Source: an optimization exercise on an open RTL-to-GDS flow (aim: small area and a short achievable clock period). Production flows keep margins and buffers that such runs may drop. Power figures rest on the tool's default switching activity, not on a simulated workload.

==> inputs of v11 <==
==> flow/design.v <==
`default_nettype none
package rqfbi_pkg;
	localparam int RQFBI_DEPTH     = 16;
	localparam int RQFBI_ITEM_BITS = 32;
	localparam int KIND_W          = 3;
	localparam int DATA_W          = 32;
	localparam int CAP_W           = 5;
	localparam logic [KIND_W-1:0] KIND_SEND_BACK  = 3'd0;
	localparam logic [KIND_W-1:0] KIND_SEND_FRONT = 3'd1;
	localparam logic [KIND_W-1:0] KIND_RECEIVE    = 3'd2;
	localparam logic [KIND_W-1:0] KIND_PEEK       = 3'd3;
	localparam logic [KIND_W-1:0] KIND_DROP_FRONT = 3'd4;
	localparam logic [KIND_W-1:0] KIND_FLUSH      = 3'd5;
	typedef struct packed {
		logic [KIND_W-1:0] kind;
		logic [DATA_W-1:0] item_data;
	} rqfbi_cmd_t;
	typedef struct packed {
		logic              accepted;
		logic [DATA_W-1:0] out_data;
		logic [CAP_W-1:0]  items_held;
		logic [CAP_W-1:0]  slots_free;
		logic              is_empty;
		logic              is_full;
	} rqfbi_res_t;
endpackage
`default_nettype wire
`default_nettype none
module ring_queue_front_back_insert #(
	parameter int DEPTH     = rqfbi_pkg::RQFBI_DEPTH,
	parameter int ITEM_BITS = rqfbi_pkg::RQFBI_ITEM_BITS
) (
	input  wire logic                          clk,
	input  wire logic                          arst_n,
	input  wire logic                          start,
	output logic                               busy,
	input  wire rqfbi_pkg::rqfbi_cmd_t         cmd,
	input  wire logic                          cfg_valid,
	output logic                               cfg_ready,
	input  wire logic [rqfbi_pkg::CAP_W-1:0]   cfg_data,
	output logic                               done,
	output rqfbi_pkg::rqfbi_res_t              result
);
	localparam int IDX_W = 4;
	localparam int CW    = rqfbi_pkg::CAP_W;
	logic [ITEM_BITS-1:0] mem [16];
	logic [ITEM_BITS-1:0] rd_data_q;
	logic [CW-1:0]    held_q;
	logic [CW-1:0]    free_q;
	logic             empty_q;
	logic             full_q;
	logic [IDX_W-1:0] head_q;
	logic             valid_s1;
	logic             acc_s1;
	logic             fire;
	logic             cfg_fire;
	logic [CW-1:0]    cap_sat;
	logic [IDX_W-1:0] tail;
	logic [IDX_W-1:0] head_m1;
	logic             is_sb, is_sf, is_rd, is_pop, is_flush;
	logic             do_push, do_pop;
	logic             acc_d;
	logic [15:0]      we;
	logic [ITEM_BITS-1:0] front;
	logic             rd_ok;
	assign rd_ok = is_rd & ~empty_q;
	assign busy      = cfg_valid;
	assign cfg_ready = ~valid_s1;
	assign fire      = start & ~cfg_valid;
	assign cfg_fire  = cfg_valid & ~valid_s1;
	always_comb begin
		if (cfg_data == '0) begin
			cap_sat = CW'(1);
		end else if (cfg_data > CW'(16)) begin
			cap_sat = CW'(16);
		end else begin
			cap_sat = cfg_data;
		end
	end
	assign is_sb    = cmd.kind == rqfbi_pkg::KIND_SEND_BACK;
	assign is_sf    = cmd.kind == rqfbi_pkg::KIND_SEND_FRONT;
	assign is_rd    = (cmd.kind == rqfbi_pkg::KIND_RECEIVE) | (cmd.kind == rqfbi_pkg::KIND_PEEK);
	assign is_pop   = (cmd.kind == rqfbi_pkg::KIND_RECEIVE) | (cmd.kind == rqfbi_pkg::KIND_DROP_FRONT);
	assign is_flush = cmd.kind == rqfbi_pkg::KIND_FLUSH;
	assign do_push = (is_sb | is_sf) & ~full_q;
	assign do_pop  = is_pop & ~empty_q;
	assign acc_d   = do_push | (is_rd & ~empty_q) | do_pop | is_flush;
	assign tail    = head_q + held_q[IDX_W-1:0];
	assign head_m1 = head_q - IDX_W'(1);
	always_comb begin
		for (int i = 0; i < 16; i++) begin
			we[i] = fire & ~full_q & ((is_sb & (tail == IDX_W'(i))) | (is_sf & (head_m1 == IDX_W'(i))));
		end
	end
	always_ff @(posedge clk) begin
		for (int i = 0; i < 16; i++) begin
			if (we[i]) begin
				mem[i] <= ITEM_BITS'(cmd.item_data);
			end
		end
	end
	always_comb begin
		front = '0;
		for (int i = 0; i < 16; i++) begin
			front = front | ({ITEM_BITS{rd_ok & (head_q == IDX_W'(i))}} & mem[i]);
		end
	end
	always_ff @(posedge clk) begin
		rd_data_q <= front;
		acc_s1    <= acc_d;
	end
	always_ff @(posedge clk or negedge arst_n) begin
		if (!arst_n) begin
			held_q   <= '0;
			free_q   <= CW'(16);
			empty_q  <= 1'b1;
			full_q   <= 1'b0;
			head_q   <= '0;
			valid_s1 <= 1'b0;
		end else begin
			valid_s1 <= fire;
			if (cfg_fire) begin
				held_q  <= '0;
				free_q  <= cap_sat;
				empty_q <= 1'b1;
				full_q  <= 1'b0;
			end else if (fire) begin
				if (is_flush) begin
					held_q  <= '0;
					free_q  <= held_q + free_q;
					empty_q <= 1'b1;
					full_q  <= 1'b0;
				end else if (do_push) begin
					held_q  <= held_q + CW'(1);
					free_q  <= free_q - CW'(1);
					empty_q <= 1'b0;
					full_q  <= free_q == CW'(1);
					if (is_sf) begin
						head_q <= head_m1;
					end
				end else if (do_pop) begin
					held_q  <= held_q - CW'(1);
					free_q  <= free_q + CW'(1);
					empty_q <= held_q == CW'(1);
					full_q  <= 1'b0;
					head_q  <= head_q + IDX_W'(1);
				end
			end
		end
	end
	assign done = valid_s1;
	always_comb begin
		result            = '0;
		result.accepted   = acc_s1;
		result.out_data   = rqfbi_pkg::DATA_W'(rd_data_q);
		result.items_held = held_q;
		result.slots_free = free_q;
		result.is_empty   = empty_q;
		result.is_full    = full_q;
	end
endmodule
`default_nettype wire
`default_nettype none
module rqfbi_top (
	input  wire logic        clk,
	input  wire logic        arst_n,
	input  wire logic        start,
	output logic             busy,
	input  wire logic [2:0]  cmd_kind,
	input  wire logic [31:0] cmd_data,
	input  wire logic        cfg_valid,
	output logic             cfg_ready,
	input  wire logic [4:0]  cfg_data,
	output logic             done,
	output logic             res_accepted,
	output logic [31:0]      res_out_data,
	output logic [4:0]       res_items_held,
	output logic [4:0]       res_slots_free,
	output logic             res_is_empty,
	output logic             res_is_full
);
	rqfbi_pkg::rqfbi_cmd_t cmd;
	rqfbi_pkg::rqfbi_res_t result;
	assign cmd.kind      = cmd_kind;
	assign cmd.item_data = cmd_data;
	ring_queue_front_back_insert u_q (
		.clk       (clk),
		.arst_n    (arst_n),
		.start     (start),
		.busy      (busy),
		.cmd       (cmd),
		.cfg_valid (cfg_valid),
		.cfg_ready (cfg_ready),
		.cfg_data  (cfg_data),
		.done      (done),
		.result    (result)
	);
	assign res_accepted   = result.accepted;
	assign res_out_data   = result.out_data;
	assign res_items_held = result.items_held;
	assign res_slots_free = result.slots_free;
	assign res_is_empty   = result.is_empty;
	assign res_is_full    = result.is_full;
endmodule
`default_nettype wire
==> flow/run.sh <==
#!/bin/bash
# synth_recipe.tcl (not shown) runs the flow's synth.tcl, then flattens the netlist and writes it again
# the make line also repeats each setting of config.mk as NAME=value (left out here)
make -C /OpenROAD-flow-scripts/flow DESIGN_CONFIG=/design/flow/config.mk WORK_HOME=/design/flow/orfs CLKGATE_MAP_FILE= SYNTH_SCRIPT=/design/flow/synth_recipe.tcl finish
==> flow/config.mk <==
export PLATFORM = sky130hd
export DESIGN_NAME = rqfbi_top
export DESIGN_NICKNAME = rqfbi_top
export VERILOG_FILES = /design/flow/design.v
export SDC_FILE = /design/flow/constraint.sdc
export NUM_CORES = 4
export LEC_CHECK = 0
export CAP_MARGIN = 20
export CORE_MARGIN = 2
export CORE_UTILIZATION = 40
export SETUP_SLACK_MARGIN = 2.0
export SLEW_MARGIN = 20
==> flow/constraint.sdc <==
create_clock -name core_clock -period 4.0 [get_ports {clk}]
set_input_delay 0.8000 -clock core_clock [delete_from_list [all_inputs] [get_ports {clk}]]
set_output_delay 0.8000 -clock core_clock [all_outputs]
set_load 0.01 [all_outputs]
==> v36: changes against v11 <==
--- a/flow/design.v
+++ b/flow/design.v
@@ -50,20 +50,29 @@
 	logic             empty_q;
 	logic             full_q;
 	logic [IDX_W-1:0] head_q;
+	logic [IDX_W-1:0] tail_q;
 	logic             valid_s1;
 	logic             acc_s1;
+	logic [CW-1:0]    res_held_q;
+	logic [CW-1:0]    res_free_q;
+	logic             res_empty_q;
+	logic             res_full_q;
+	logic [CW-1:0]    held_d;
+	logic [CW-1:0]    free_d;
+	logic             empty_d;
+	logic             full_d;
+	logic [IDX_W-1:0] head_d;
+	logic [IDX_W-1:0] tail_d;
 	logic             fire;
 	logic             cfg_fire;
 	logic [CW-1:0]    cap_sat;
-	logic [IDX_W-1:0] tail;
-	logic [IDX_W-1:0] head_m1;
 	logic             is_sb, is_sf, is_rd, is_pop, is_flush;
-	logic             do_push, do_pop;
+	logic             do_push, do_pop, rd_ok;
 	logic             acc_d;
+	logic [15:0]      head_dec;
+	logic [15:0]      tail_dec;
 	logic [15:0]      we;
 	logic [ITEM_BITS-1:0] front;
-	logic             rd_ok;
-	assign rd_ok = is_rd & ~empty_q;
 	assign busy      = cfg_valid;
 	assign cfg_ready = ~valid_s1;
 	assign fire      = start & ~cfg_valid;
@@ -84,12 +93,17 @@
 	assign is_flush = cmd.kind == rqfbi_pkg::KIND_FLUSH;
 	assign do_push = (is_sb | is_sf) & ~full_q;
 	assign do_pop  = is_pop & ~empty_q;
-	assign acc_d   = do_push | (is_rd & ~empty_q) | do_pop | is_flush;
-	assign tail    = head_q + held_q[IDX_W-1:0];
-	assign head_m1 = head_q - IDX_W'(1);
-	always_comb begin
-		for (int i = 0; i < 16; i++) begin
-			we[i] = fire & ~full_q & ((is_sb & (tail == IDX_W'(i))) | (is_sf & (head_m1 == IDX_W'(i))));
+	assign rd_ok   = is_rd & ~empty_q;
+	assign acc_d   = do_push | rd_ok | do_pop | is_flush;
+	always_comb begin
+		for (int i = 0; i < 16; i++) begin
+			head_dec[i] = head_q == IDX_W'(i);
+			tail_dec[i] = tail_q == IDX_W'(i);
+		end
+	end
+	always_comb begin
+		for (int i = 0; i < 16; i++) begin
+			we[i] = fire & ~full_q & ((is_sb & tail_dec[i]) | (is_sf & head_dec[(i + 1) % 16]));
 		end
 	end
 	always_ff @(posedge clk) begin
@@ -102,12 +116,53 @@
 	always_comb begin
 		front = '0;
 		for (int i = 0; i < 16; i++) begin
-			front = front | ({ITEM_BITS{rd_ok & (head_q == IDX_W'(i))}} & mem[i]);
+			front = front | ({ITEM_BITS{rd_ok & head_dec[i]}} & mem[i]);
 		end
 	end
 	always_ff @(posedge clk) begin
 		rd_data_q <= front;
 		acc_s1    <= acc_d;
+	end
+	always_comb begin
+		held_d  = held_q;
+		free_d  = free_q;
+		empty_d = empty_q;
+		full_d  = full_q;
+		head_d  = head_q;
+		tail_d  = tail_q;
+		if (cfg_fire) begin
+			held_d  = '0;
+			free_d  = cap_sat;
+			empty_d = 1'b1;
+			full_d  = 1'b0;
+			head_d  = '0;
+			tail_d  = '0;
+		end else if (fire) begin
+			if (is_flush) begin
+				held_d  = '0;
+				free_d  = held_q + free_q;
+				empty_d = 1'b1;
+				full_d  = 1'b0;
+				head_d  = '0;
+				tail_d  = '0;
+			end else if (do_push) begin
+				held_d  = held_q + CW'(1);
+				free_d  = free_q - CW'(1);
+				empty_d = 1'b0;
+				full_d  = free_q == CW'(1);
+				if (is_sf) begin
+					head_d = head_q - IDX_W'(1);
+				end else begin
+					tail_d = tail_q + IDX_W'(1);
+				end
+			end else if (do_pop) begin
+				held_d  = held_q - CW'(1);
+				free_d  = free_q + CW'(1);
+				empty_d = held_q == CW'(1);
+				full_d  = 1'b0;
+				head_d  = head_q + IDX_W'(1);
+			end
+		end
 	end
 	always_ff @(posedge clk or negedge arst_n) begin
 		if (!arst_n) begin
@@ -116,47 +171,33 @@
 			empty_q  <= 1'b1;
 			full_q   <= 1'b0;
 			head_q   <= '0;
+			tail_q   <= '0;
 			valid_s1 <= 1'b0;
 		end else begin
 			valid_s1 <= fire;
-			if (cfg_fire) begin
-				held_q  <= '0;
-				free_q  <= cap_sat;
-				empty_q <= 1'b1;
-				full_q  <= 1'b0;
-			end else if (fire) begin
-				if (is_flush) begin
-					held_q  <= '0;
-					free_q  <= held_q + free_q;
-					empty_q <= 1'b1;
-					full_q  <= 1'b0;
-				end else if (do_push) begin
-					held_q  <= held_q + CW'(1);
-					free_q  <= free_q - CW'(1);
-					empty_q <= 1'b0;
-					full_q  <= free_q == CW'(1);
-					if (is_sf) begin
-						head_q <= head_m1;
-					end
-				end else if (do_pop) begin
-					held_q  <= held_q - CW'(1);
-					free_q  <= free_q + CW'(1);
-					empty_q <= held_q == CW'(1);
-					full_q  <= 1'b0;
-					head_q  <= head_q + IDX_W'(1);
-				end
-			end
-		end
+			held_q   <= held_d;
+			free_q   <= free_d;
+			empty_q  <= empty_d;
+			full_q   <= full_d;
+			head_q   <= head_d;
+			tail_q   <= tail_d;
+		end
+	end
+	always_ff @(posedge clk) begin
+		res_held_q  <= held_d;
+		res_free_q  <= free_d;
+		res_empty_q <= empty_d;
+		res_full_q  <= full_d;
 	end
 	assign done = valid_s1;
 	always_comb begin
 		result            = '0;
 		result.accepted   = acc_s1;
 		result.out_data   = rqfbi_pkg::DATA_W'(rd_data_q);
-		result.items_held = held_q;
-		result.slots_free = free_q;
-		result.is_empty   = empty_q;
-		result.is_full    = full_q;
+		result.items_held = res_held_q;
+		result.slots_free = res_free_q;
+		result.is_empty   = res_empty_q;
+		result.is_full    = res_full_q;
 	end
 endmodule
 `default_nettype wire
==> flow/flow/run.sh (new file) <==
#!/bin/bash
# standard layout, with plain buffers (not delay cells) on the ports
set -o pipefail
bash standard.sh "BUFFER_PORTS_ARGS=-buffer_cell sky130_fd_sc_hd__buf_2" finish > standard.log 2>&1
==> flow/standard.sh (new file) <==
#!/bin/bash
# synth_recipe.tcl (not shown) runs the flow's synth.tcl, then flattens the netlist and writes it again
# the make line also repeats each setting of config.mk as NAME=value (left out here)
make -C /OpenROAD-flow-scripts/flow DESIGN_CONFIG=/design/flow/config.mk WORK_HOME=/design/flow/orfs CLKGATE_MAP_FILE= SYNTH_SCRIPT=/design/flow/synth_recipe.tcl "${@:-finish}"
Settings changed: SETUP_SLACK_MARGIN 2.0 to 1.7.
removed: flow/run.sh
==> v14: changes against v11 <==
--- a/flow/design.v
+++ b/flow/design.v
@@ -47,27 +47,38 @@
 	logic [ITEM_BITS-1:0] rd_data_q;
 	logic [CW-1:0]    held_q;
 	logic [CW-1:0]    free_q;
-	logic             empty_q;
+	logic [CW-1:0]    cap_q;
+	logic             nempty_q;
 	logic             full_q;
-	logic [IDX_W-1:0] head_q;
-	logic             valid_s1;
+	logic [15:0]      head_q;
+	logic [IDX_W-1:0] tail_q;
+	logic             done_q;
+	logic             ready_q;
 	logic             acc_s1;
+	logic [CW-1:0]    res_held_q;
+	logic [CW-1:0]    res_free_q;
+	logic             res_empty_q;
+	logic             res_full_q;
+	logic [CW-1:0]    held_d;
+	logic [CW-1:0]    free_d;
+	logic             nempty_d;
+	logic             full_d;
+	logic [15:0]      head_d;
+	logic [IDX_W-1:0] tail_d;
+	logic [15:0]      tail_dec;
 	logic             fire;
 	logic             cfg_fire;
 	logic [CW-1:0]    cap_sat;
-	logic [IDX_W-1:0] tail;
-	logic [IDX_W-1:0] head_m1;
 	logic             is_sb, is_sf, is_rd, is_pop, is_flush;
-	logic             do_push, do_pop;
+	logic             do_push, do_pop, rd_ok;
 	logic             acc_d;
 	logic [15:0]      we;
 	logic [ITEM_BITS-1:0] front;
-	logic             rd_ok;
-	assign rd_ok = is_rd & ~empty_q;
+	logic [15:0]      rd_sel_q;
 	assign busy      = cfg_valid;
-	assign cfg_ready = ~valid_s1;
+	assign cfg_ready = ~done_q;
 	assign fire      = start & ~cfg_valid;
-	assign cfg_fire  = cfg_valid & ~valid_s1;
+	assign cfg_fire  = cfg_valid & ready_q;
 	always_comb begin
 		if (cfg_data == '0) begin
 			cap_sat = CW'(1);
@@ -83,13 +94,17 @@
 	assign is_pop   = (cmd.kind == rqfbi_pkg::KIND_RECEIVE) | (cmd.kind == rqfbi_pkg::KIND_DROP_FRONT);
 	assign is_flush = cmd.kind == rqfbi_pkg::KIND_FLUSH;
 	assign do_push = (is_sb | is_sf) & ~full_q;
-	assign do_pop  = is_pop & ~empty_q;
-	assign acc_d   = do_push | (is_rd & ~empty_q) | do_pop | is_flush;
-	assign tail    = head_q + held_q[IDX_W-1:0];
-	assign head_m1 = head_q - IDX_W'(1);
-	always_comb begin
-		for (int i = 0; i < 16; i++) begin
-			we[i] = fire & ~full_q & ((is_sb & (tail == IDX_W'(i))) | (is_sf & (head_m1 == IDX_W'(i))));
+	assign do_pop  = is_pop & nempty_q;
+	assign rd_ok   = is_rd & nempty_q;
+	assign acc_d   = do_push | rd_ok | do_pop | is_flush;
+	always_comb begin
+		for (int i = 0; i < 16; i++) begin
+			we[i] = ~held_q[CW-1] & (tail_dec[i] | head_q[(i + 1) % 16]);
+		end
+	end
+	always_comb begin
+		for (int i = 0; i < 16; i++) begin
+			tail_dec[i] = tail_q == IDX_W'(i);
 		end
 	end
 	always_ff @(posedge clk) begin
@@ -102,61 +117,95 @@
 	always_comb begin
 		front = '0;
 		for (int i = 0; i < 16; i++) begin
-			front = front | ({ITEM_BITS{rd_ok & (head_q == IDX_W'(i))}} & mem[i]);
+			front = front | ({ITEM_BITS{rd_sel_q[i]}} & mem[i]);
 		end
 	end
 	always_ff @(posedge clk) begin
-		rd_data_q <= front;
+		rd_data_q <= {ITEM_BITS{rd_ok}} & front;
+		rd_sel_q  <= head_d;
 		acc_s1    <= acc_d;
+	end
+	always_comb begin
+		held_d  = held_q;
+		free_d  = free_q;
+		nempty_d = nempty_q;
+		full_d  = full_q;
+		head_d  = head_q;
+		tail_d  = tail_q;
+		if (cfg_fire) begin
+			held_d  = '0;
+			free_d  = cap_sat;
+			nempty_d = 1'b0;
+			full_d  = 1'b0;
+			head_d  = 16'd1;
+			tail_d  = '0;
+		end else if (fire) begin
+			if (is_flush) begin
+				held_d  = '0;
+				free_d  = cap_q;
+				nempty_d = 1'b0;
+				full_d  = 1'b0;
+				head_d  = 16'd1;
+				tail_d  = '0;
+			end else if (do_push) begin
+				held_d  = held_q + CW'(1);
+				free_d  = free_q - CW'(1);
+				nempty_d = 1'b1;
+				full_d  = free_q == CW'(1);
+				if (is_sf) begin
+					head_d = {head_q[0], head_q[15:1]};
+				end else begin
+					tail_d = tail_q + IDX_W'(1);
+				end
+			end else if (do_pop) begin
+				held_d  = held_q - CW'(1);
+				free_d  = free_q + CW'(1);
+				nempty_d = held_q != CW'(1);
+				full_d  = 1'b0;
+				head_d  = {head_q[14:0], head_q[15]};
+			end
+		end
 	end
 	always_ff @(posedge clk or negedge arst_n) begin
 		if (!arst_n) begin
 			held_q   <= '0;
 			free_q   <= CW'(16);
-			empty_q  <= 1'b1;
+			nempty_q <= 1'b0;
+			cap_q    <= CW'(16);
 			full_q   <= 1'b0;
-			head_q   <= '0;
-			valid_s1 <= 1'b0;
+			head_q   <= 16'd1;
+			tail_q   <= '0;
+			done_q   <= 1'b0;
+			ready_q  <= 1'b1;
 		end else begin
-			valid_s1 <= fire;
+			done_q   <= fire;
+			ready_q  <= ~fire;
+			held_q   <= held_d;
+			free_q   <= free_d;
+			nempty_q <= nempty_d;
 			if (cfg_fire) begin
-				held_q  <= '0;
-				free_q  <= cap_sat;
-				empty_q <= 1'b1;
-				full_q  <= 1'b0;
-			end else if (fire) begin
-				if (is_flush) begin
-					held_q  <= '0;
-					free_q  <= held_q + free_q;
-					empty_q <= 1'b1;
-					full_q  <= 1'b0;
-				end else if (do_push) begin
-					held_q  <= held_q + CW'(1);
-					free_q  <= free_q - CW'(1);
-					empty_q <= 1'b0;
-					full_q  <= free_q == CW'(1);
-					if (is_sf) begin
-						head_q <= head_m1;
-					end
-				end else if (do_pop) begin
-					held_q  <= held_q - CW'(1);
-					free_q  <= free_q + CW'(1);
-					empty_q <= held_q == CW'(1);
-					full_q  <= 1'b0;
-					head_q  <= head_q + IDX_W'(1);
-				end
+				cap_q <= cap_sat;
 			end
-		end
-	end
-	assign done = valid_s1;
+			full_q   <= full_d;
+			head_q   <= head_d;
+			tail_q   <= tail_d;
+		end
+	end
+	always_ff @(posedge clk) begin
+		res_held_q  <= held_d;
+		res_free_q  <= free_d;
+		res_empty_q <= ~nempty_d;
+		res_full_q  <= full_d;
+	end
+	assign done = done_q;
 	always_comb begin
 		result            = '0;
 		result.accepted   = acc_s1;
 		result.out_data   = rqfbi_pkg::DATA_W'(rd_data_q);
-		result.items_held = held_q;
-		result.slots_free = free_q;
-		result.is_empty   = empty_q;
-		result.is_full    = full_q;
+		result.items_held = res_held_q;
+		result.slots_free = res_free_q;
+		result.is_empty   = res_empty_q;
+		result.is_full    = res_full_q;
 	end
 endmodule
 `default_nettype wire
==> flow/flow/run.sh (new file) <==
#!/bin/bash
# standard layout, with plain buffers (not delay cells) on the ports and no gate
# cloning in timing repair; synthesis buffers are removed at floorplan
set -o pipefail
bash standard.sh "BUFFER_PORTS_ARGS=-buffer_cell sky130_fd_sc_hd__buf_2" SKIP_GATE_CLONING=1 REMOVE_ABC_BUFFERS=1 finish > standard.log 2>&1
==> flow/standard.sh (new file) <==
#!/bin/bash
# synth_recipe.tcl (not shown) runs the flow's synth.tcl, then flattens the netlist and writes it again
# the make line also repeats each setting of config.mk as NAME=value (left out here)
make -C /OpenROAD-flow-scripts/flow DESIGN_CONFIG=/design/flow/config.mk WORK_HOME=/design/flow/orfs CLKGATE_MAP_FILE= SYNTH_SCRIPT=/design/flow/synth_recipe.tcl "${@:-finish}"
Settings changed: CTS_CLUSTER_DIAMETER set to 100, CTS_CLUSTER_SIZE set to 25, SETUP_SLACK_MARGIN 2.0 to 2.1.
removed: flow/run.sh
==> v4: changes against v11 <==
Settings changed: SETUP_SLACK_MARGIN 2.0 to unset.
==> summary of the runs <==
- Combinational power, highest first: v11, v4, v14, v36.
- Between v14 and v4, the lower critical path depth is in v14 (gap 5).
- Cell count: v14 < v4 < v36 < v11.
- Between v4 and v11, the lower cell area is in v4 (gap 15%, measured against v11).
- Against v14, the routed wire length of v4 is smaller by about 6%.
- Of v11 and v4, v11 has the higher first-iteration DRC count (gap about 40%, measured against v4).
- Of v11 and v14, v11 has the higher global-route usage (gap 5.0 points).
==> figures <==
quantity	v36	v14	v4	v11
Status	no timing/DRC/antenna violations	no timing/DRC/antenna violations	no timing/DRC/antenna violations	no timing/DRC/antenna violations
Design Power	0.0126 W	0.0114 W	0.0135 W	0.0146 W
Proportion of layout cells with a drive suffix above 1	22.4%	18.7%	12.6%	37.0%
Met1 track demand over resource in global routing	28.3%	28.3%	27.5%	33.2%
Endpoint, Worst Hold	-	-	u_q.rd_data_q[22]$_DFF_P_	u_q.rd_data_q[19]$_DFF_P_
Post-synthesis share of cell area spent on full adders, half adders and majority gates	1.15%	0.569%	1.25%	1.25%
CP startpoint	u_q.head_q[2]$_DFFE_PN0P_	u_q.done_q$_DFF_PN0_	u_q.head_q[1]$_DFFE_PN0P_	u_q.head_q[1]$_DFFE_PN0P_
Flop+latch power	0.00667 W	0.00738 W	0.00673 W	0.00669 W
Weighted congestion at the end of routability-driven global placement	0.817	0.778	0.764	0.804
Post-Route M1 WL	24500 um	24900 um	23400 um	27700 um
Utilization of the core after routing	47.9%	45.8%	48.6%	57.2%
Share of total power in the clock network	44.0%	28.6%	41.2%	37.3%
Number of sequential cells in the layout	578	612	562	562
Setup repair after global routing missed its margin	true	true	false	true
Floorplan die width	235 um	238 um	234 um	234 um
Total placed cells including tap cells	1998	2016	2017	2005
No run of this note included a check of the RTL's function; only the layout flow was run.

-- separate check: timing with driven ports --
No port has a modelled driver above. Below, the same layouts with a new extraction and two added sets of constraints.
Step 1 (the two cells are an assumption about what drives the block):
set clk [get_ports {clk}]
set_driving_cell -lib_cell sky130_fd_sc_hd__clkbuf_16 $clk
set_driving_cell -lib_cell sky130_fd_sc_hd__buf_2 [delete_from_list [all_inputs] $clk]
Step 2 also shifts input and output timing later by t, the mid clock arrival at the registers, as if the neighbouring blocks saw the same clock.
a / b / c = no drivers / after step 1 / after step 2; a / b = the first two.
run | t (ns) | slack for setup (ns) | worst setup path at the end | worst data-port slew with drivers (ns)
v11 | 0.669 | 1.350 / 1.350 / 0.836 | input to register | 0.08
v36 | 0.666 | 1.692 / 1.692 / 1.070 | input to register | 0.08
v14 | 0.661 | 2.050 / 1.992 / 1.610 | input to register | 0.09
v4 | 0.675 | 1.130 / 1.130 / 0.512 | input to register | 0.08
After both steps setup and hold are still met in every run listed. The setup slack of v36, which loses most, moves by 0.000 ns with the drivers and by -0.622 ns with both steps.
